What follows belongs to an exercise in optimizing a design on an open flow for small area, a short achievable clock period and few clock cycles per item; a production flow would make more cautious choices.
Where RTL was checked, it was by simulation tests only, not by an equivalence proof against the original.
Power is estimated from default activity; no workload was simulated.

// base58_encoder
module base58_encoder #(
    parameter int MAX_LEN = 32,
    parameter int K       = 4
) (
    input  logic       i_clk,
    input  logic       i_rst_n,
    input  logic       i_valid,
    output logic       o_stall,
    input  logic [7:0] i_data_byte,
    input  logic       i_last_byte,
    output logic       o_valid,
    input  logic       i_stall,
    output logic [6:0] o_out_char,
    output logic       o_last_char,
    output logic       o_too_long
);
export LEC_CHECK = 0
export CAP_MARGIN = 20
export CORE_MARGIN = 2
export CORE_UTILIZATION = 40
export PLACE_DENSITY = 0.6
export SLEW_MARGIN = 20
create_clock -name core_clock -period 9.0 [get_ports {i_clk}]
run.sh (not shown) runs the stock make flow with config.mk's settings and CLKGATE_MAP_FILE= SYNTH_SCRIPT=/design/flow/synth_recipe.tcl, a recipe that flattens the netlist after the stock synthesis.
==> next run, changes <==
--- a/flow/design.v
+++ b/flow/design.v
@@ -1,13 +1,13 @@
 module base58_encoder #(
     parameter int MAX_LEN = 32,
-    parameter int K       = 4
+    parameter int K       = 2
 ) (
     input  logic       i_clk,
     input  logic       i_rst_n,
     input  logic       i_valid,
     output logic       o_stall,
     input  logic [7:0] i_data_byte,
     input  logic       i_last_byte,
     output logic       o_valid,
     input  logic       i_stall,
     output logic [6:0] o_out_char,
@@ -37,46 +37,51 @@
     logic [5:0] o_lz;
     logic [5:0] o_p;
     logic       b_v;         
     logic [5:0] b_dig;
     logic       b_last;
     logic       b_err;
     logic       r_ov;        
     logic [6:0] r_ch;
     logic       r_lc;
     logic       r_er;
-    logic       room;
     logic       conv;
     logic       s_free;
     logic       take;
     logic       sig_byte;
     logic       ovf_new;
     logic       accept;
     logic       start_out;
     logic       adv;
     logic       p_last;
     assign o_stall = r_full;
     assign accept  = i_valid && !r_full;
-    assign room      = !out_mode || (c_n < (c_dn ? 6'(ND - 1) - o_p : o_p));
+    logic room;
     assign conv      = s_busy && room;
     assign s_free    = !s_busy || (conv && s_step == 3'(STEPS - 1));
     assign take      = r_full && !f_done && s_free;
     assign ovf_new   = f_ovf || (f_cnt == 6'(MAX_LEN));
     assign sig_byte  = !ovf_new && !(f_inlz && r_byte == 8'd0);
     assign start_out = !out_mode && f_done && !s_busy;
     assign adv       = !i_stall;
     logic cl [ND];           
     logic cn [ND];           
     always_comb begin
         for (int i = 0; i < ND; i++) begin
-            cl[i] = c_dn ? (6'(ND - 1 - i) < c_n) : (6'(i) < c_n);
-            cn[i] = c_dn ? (6'(ND - 1 - i) <= c_n) : (6'(i) <= c_n);
+            if (c_dn) cn[i] = (i == ND - 1) ? 1'b1 : cl[(i + 1) % ND];
+            else      cn[i] = (i == 0)      ? 1'b1 : cl[(i + ND - 1) % ND];
+        end
+    end
+    always_ff @(posedge i_clk) begin
+        for (int i = 0; i < ND; i++) begin
+            if (!i_rst_n || start_out) cl[i] <= 1'b0;
+            else if (conv)             cl[i] <= cn[i];
         end
     end
     function automatic logic [6:0] dstep(input logic [5:0] v, input logic cin);
         logic c, k1, k2, k3;
         c  = v[5] | (v[4] & v[3] & v[2] & (v[1] | v[0]));
         k1 = c & (v[1] | v[0]);
         k2 = v[2] & k1;
         k3 = v[3] & k2;
         dstep = {c, v[4] ^ k3, v[3] ^ k2, v[2] ^ k1, v[1] ^ (c & ~v[0]), v[0] ^ c, cin};
     endfunction
@@ -154,24 +159,28 @@
             r_full   <= 1'b0;
             f_cnt    <= '0;
             f_ovf    <= 1'b0;
             f_inlz   <= 1'b1;
             f_lz     <= '0;
             f_done   <= 1'b0;
             s_busy   <= 1'b0;
             s_step   <= '0;
             c_n      <= '0;
             c_dn     <= 1'b0;
+            room     <= 1'b1;
             out_mode <= 1'b0;
             b_v      <= 1'b0;
             r_ov     <= 1'b0;
         end else begin
+            room <= !out_mode || (out_mode && adv && p_last) ||
+                    (6'(c_n + 6'd1) < (c_dn ? 6'(ND - 1) - o_p : o_p));
+            if (start_out) room <= 1'b0;
             if (accept) begin
                 r_full <= 1'b1;
             end else if (take) begin
                 r_full <= 1'b0;
             end
             if (conv) begin
                 if (c_n != 6'(ND)) c_n <= c_n + 1'b1;
                 s_step <= s_step + 1'b1;
                 if (s_step == 3'(STEPS - 1)) begin
                     s_busy <= 1'b0;
Effect:
- clock power rises by about 3%
- setup slack improved by 2800 ps
- design area falls by 27%
- hold slack barely changes
- clock-buffer cell count falls by 1
- area after synthesis falls by 28%
- maximum frequency rises by 74%
Testbench counts after the change, summed over its fixed seeds: cycles 16,772, bytes 3,974.
Function not checked in the first run of this note: the RTL went through the layout flow alone.

Another version of the RTL of base58_encoder (not shown whole).
Size: ~2,700 cells after synthesis, ~410 flip-flops, about 24 I/O pins.
clock: 9.0 ns
lec_check: 0
cap_margin: 20
core_margin: 2
core_utilization: 40
place_density: 0.6
slew_margin: 20
Testbench counts at the start, summed over its fixed seeds: cycles 16,611, bytes 3,974.
Next try:
--- a/flow/design.v
+++ b/flow/design.v
@@ -56,36 +56,28 @@
     logic       pa;          
     logic       pop;
     logic       p_last;
     assign o_stall = r_full;
     assign accept  = i_valid && !r_full;
     logic room;
     assign conv      = s_busy && room;
     assign s_free    = !s_busy || (conv && s_step == 3'(STEPS - 1));
-    assign take      = r_full && (!f_done || start_out) && s_free;
-    logic [5:0] e_cnt;
-    logic       e_ovf;
-    logic       e_inlz;
-    logic [5:0] e_lz;
-    assign e_cnt     = start_out ? 6'd0 : f_cnt;
-    assign e_ovf     = !start_out && f_ovf;
-    assign e_inlz    = start_out || f_inlz;
-    assign e_lz      = start_out ? 6'd0 : f_lz;
-    assign ovf_new   = e_ovf || (e_cnt == 6'(MAX_LEN));
-    assign sig_byte  = !ovf_new && !(e_inlz && r_byte == 8'd0);
+    assign take      = r_full && !f_done && s_free;
+    assign ovf_new   = f_ovf || (f_cnt == 6'(MAX_LEN));
+    assign sig_byte  = !ovf_new && !(f_inlz && r_byte == 8'd0);
     assign start_out = !out_mode && f_done && !s_busy;
     assign pa        = out_mode && (q_cnt != 2'd2);
     assign pop       = (q_cnt != 2'd0) && (!r_ov || !i_stall);
     logic cl [ND];           
     logic cn [ND];           
     always_comb begin
         for (int i = 0; i < ND; i++) begin
-            if (c_dg[i * NG / ND]) cn[i] = ((i == ND - 1) ? 1'b1 : cl[(i + 1) % ND]);
-            else                   cn[i] = ((i == 0)      ? 1'b1 : cl[(i + ND - 1) % ND]);
+            if (c_dg[i * NG / ND]) cn[i] = (i == ND - 1) ? 1'b1 : cl[(i + 1) % ND];
+            else      cn[i] = (i == 0)      ? 1'b1 : cl[(i + ND - 1) % ND];
         end
     end
     always_ff @(posedge i_clk) begin
         for (int i = 0; i < ND; i++) begin
             if (!i_rst_n || start_out) cl[i] <= 1'b0;
             else if (conv)             cl[i] <= cn[i];
         end
     end
@@ -183,55 +175,54 @@
             out_mode <= 1'b0;
             q_wp     <= 1'b0;
             q_rp     <= 1'b0;
             q_cnt    <= '0;
             r_ov     <= 1'b0;
         end else begin
             room <= !out_mode || (pa && p_last) ||
                     (6'(c_n + 6'd1) < (c_dn ? 6'(ND - 1) - o_p : o_p));
-            if (start_out) room <= c_dn ? !(cl[0] && d[0] != 6'd0)
-                                        : !(cl[ND - 1] && d[ND - 1] != 6'd0);
+            if (start_out) room <= 1'b0;
             if (accept) begin
                 r_full <= 1'b1;
             end else if (take) begin
                 r_full <= 1'b0;
             end
             if (conv) begin
                 if (c_n != 6'(ND)) c_n <= c_n + 1'b1;
                 s_step <= s_step + 1'b1;
                 if (s_step == 3'(STEPS - 1)) begin
                     s_busy <= 1'b0;
                     s_step <= '0;
                 end
+            end
+            if (take) begin
+                if (!f_ovf) f_cnt <= f_cnt + 1'b1;
+                f_ovf <= ovf_new;
+                if (!ovf_new) begin
+                    if (f_inlz && r_byte == 8'd0) f_lz <= f_lz + 1'b1;
+                    else f_inlz <= 1'b0;
+                end
+                if (sig_byte) begin
+                    s_busy <= 1'b1;
+                    s_step <= '0;
+                end
+                if (r_last) f_done <= 1'b1;
             end
             if (start_out) begin
                 out_mode <= 1'b1;
                 c_n      <= '0;
                 c_dn     <= !c_dn;
                 c_dg     <= ~c_dg;
                 f_cnt    <= '0;
                 f_ovf    <= 1'b0;
                 f_inlz   <= 1'b1;
                 f_lz     <= '0;
                 f_done   <= 1'b0;
             end
-            if (take) begin
-                if (!e_ovf) f_cnt <= e_cnt + 1'b1;
-                f_ovf <= ovf_new;
-                if (!ovf_new) begin
-                    if (e_inlz && r_byte == 8'd0) f_lz <= e_lz + 1'b1;
-                    else f_inlz <= 1'b0;
-                end
-                if (sig_byte) begin
-                    s_busy <= 1'b1;
-                    s_step <= '0;
-                end
-                if (r_last) f_done <= 1'b1;
-            end
             if (pa && p_last) out_mode <= 1'b0;
             if (pa) q_wp <= !q_wp;
             if (pop) q_rp <= !q_rp;
             q_cnt <= q_cnt + {1'b0, pa} - {1'b0, pop};
             if (pop) r_ov <= 1'b1;
             else if (!i_stall) r_ov <= 1'b0;
         end
     end
Worst hold slack is worse by 23 ps.
Global-route usage came out higher by 0.24 points.
Critical path depth is unchanged.
Power goes down by about 8%.
Combinational power decreases by about 20%.
Testbench counts after the change, summed over its fixed seeds: cycles 16,772, bytes 3,974.

==> re-timing with driven ports <==
In the flow no input, the clock included, has a driving cell. The finished layouts below were timed again as built, in two steps.
Step 1: set_driving_cell puts a clkbuf_16 on i_clk and a buf_2 on each other input, an assumption about the parent block.
Step 2 moves the port delays by t, midway between the first and last clock arrival at a register: inputs arrive t later, outputs are due t later. That takes back most of the time a late clock gives input paths.
Slacks: no drivers / after step 1 / after step 2; pairs: no drivers / after step 1.
run	t, ns	slack for setup (ns)	worst setup path at the end	latest minus earliest clock arrival (ns)	pins driven straight from the clock port
the first run of note 1	0.680	2.331 / 2.331 / 2.331	register to register	0.027 / 0.027	1
the second run of note 1	0.655	5.176 / 5.210 / 4.557	input to register	0.036 / 0.036	1
the first run of note 2	0.645	5.259 / 5.259 / 5.203	input to register	0.021 / 0.021	1
the second run of note 2	0.661	5.494 / 5.494 / 4.918	input to register	0.029 / 0.029	1
After both steps every run listed still meets setup and hold. For the second run of note 1, which loses most, drivers alone change the setup slack by +0.034 ns; drivers and shift together by -0.619 ns.
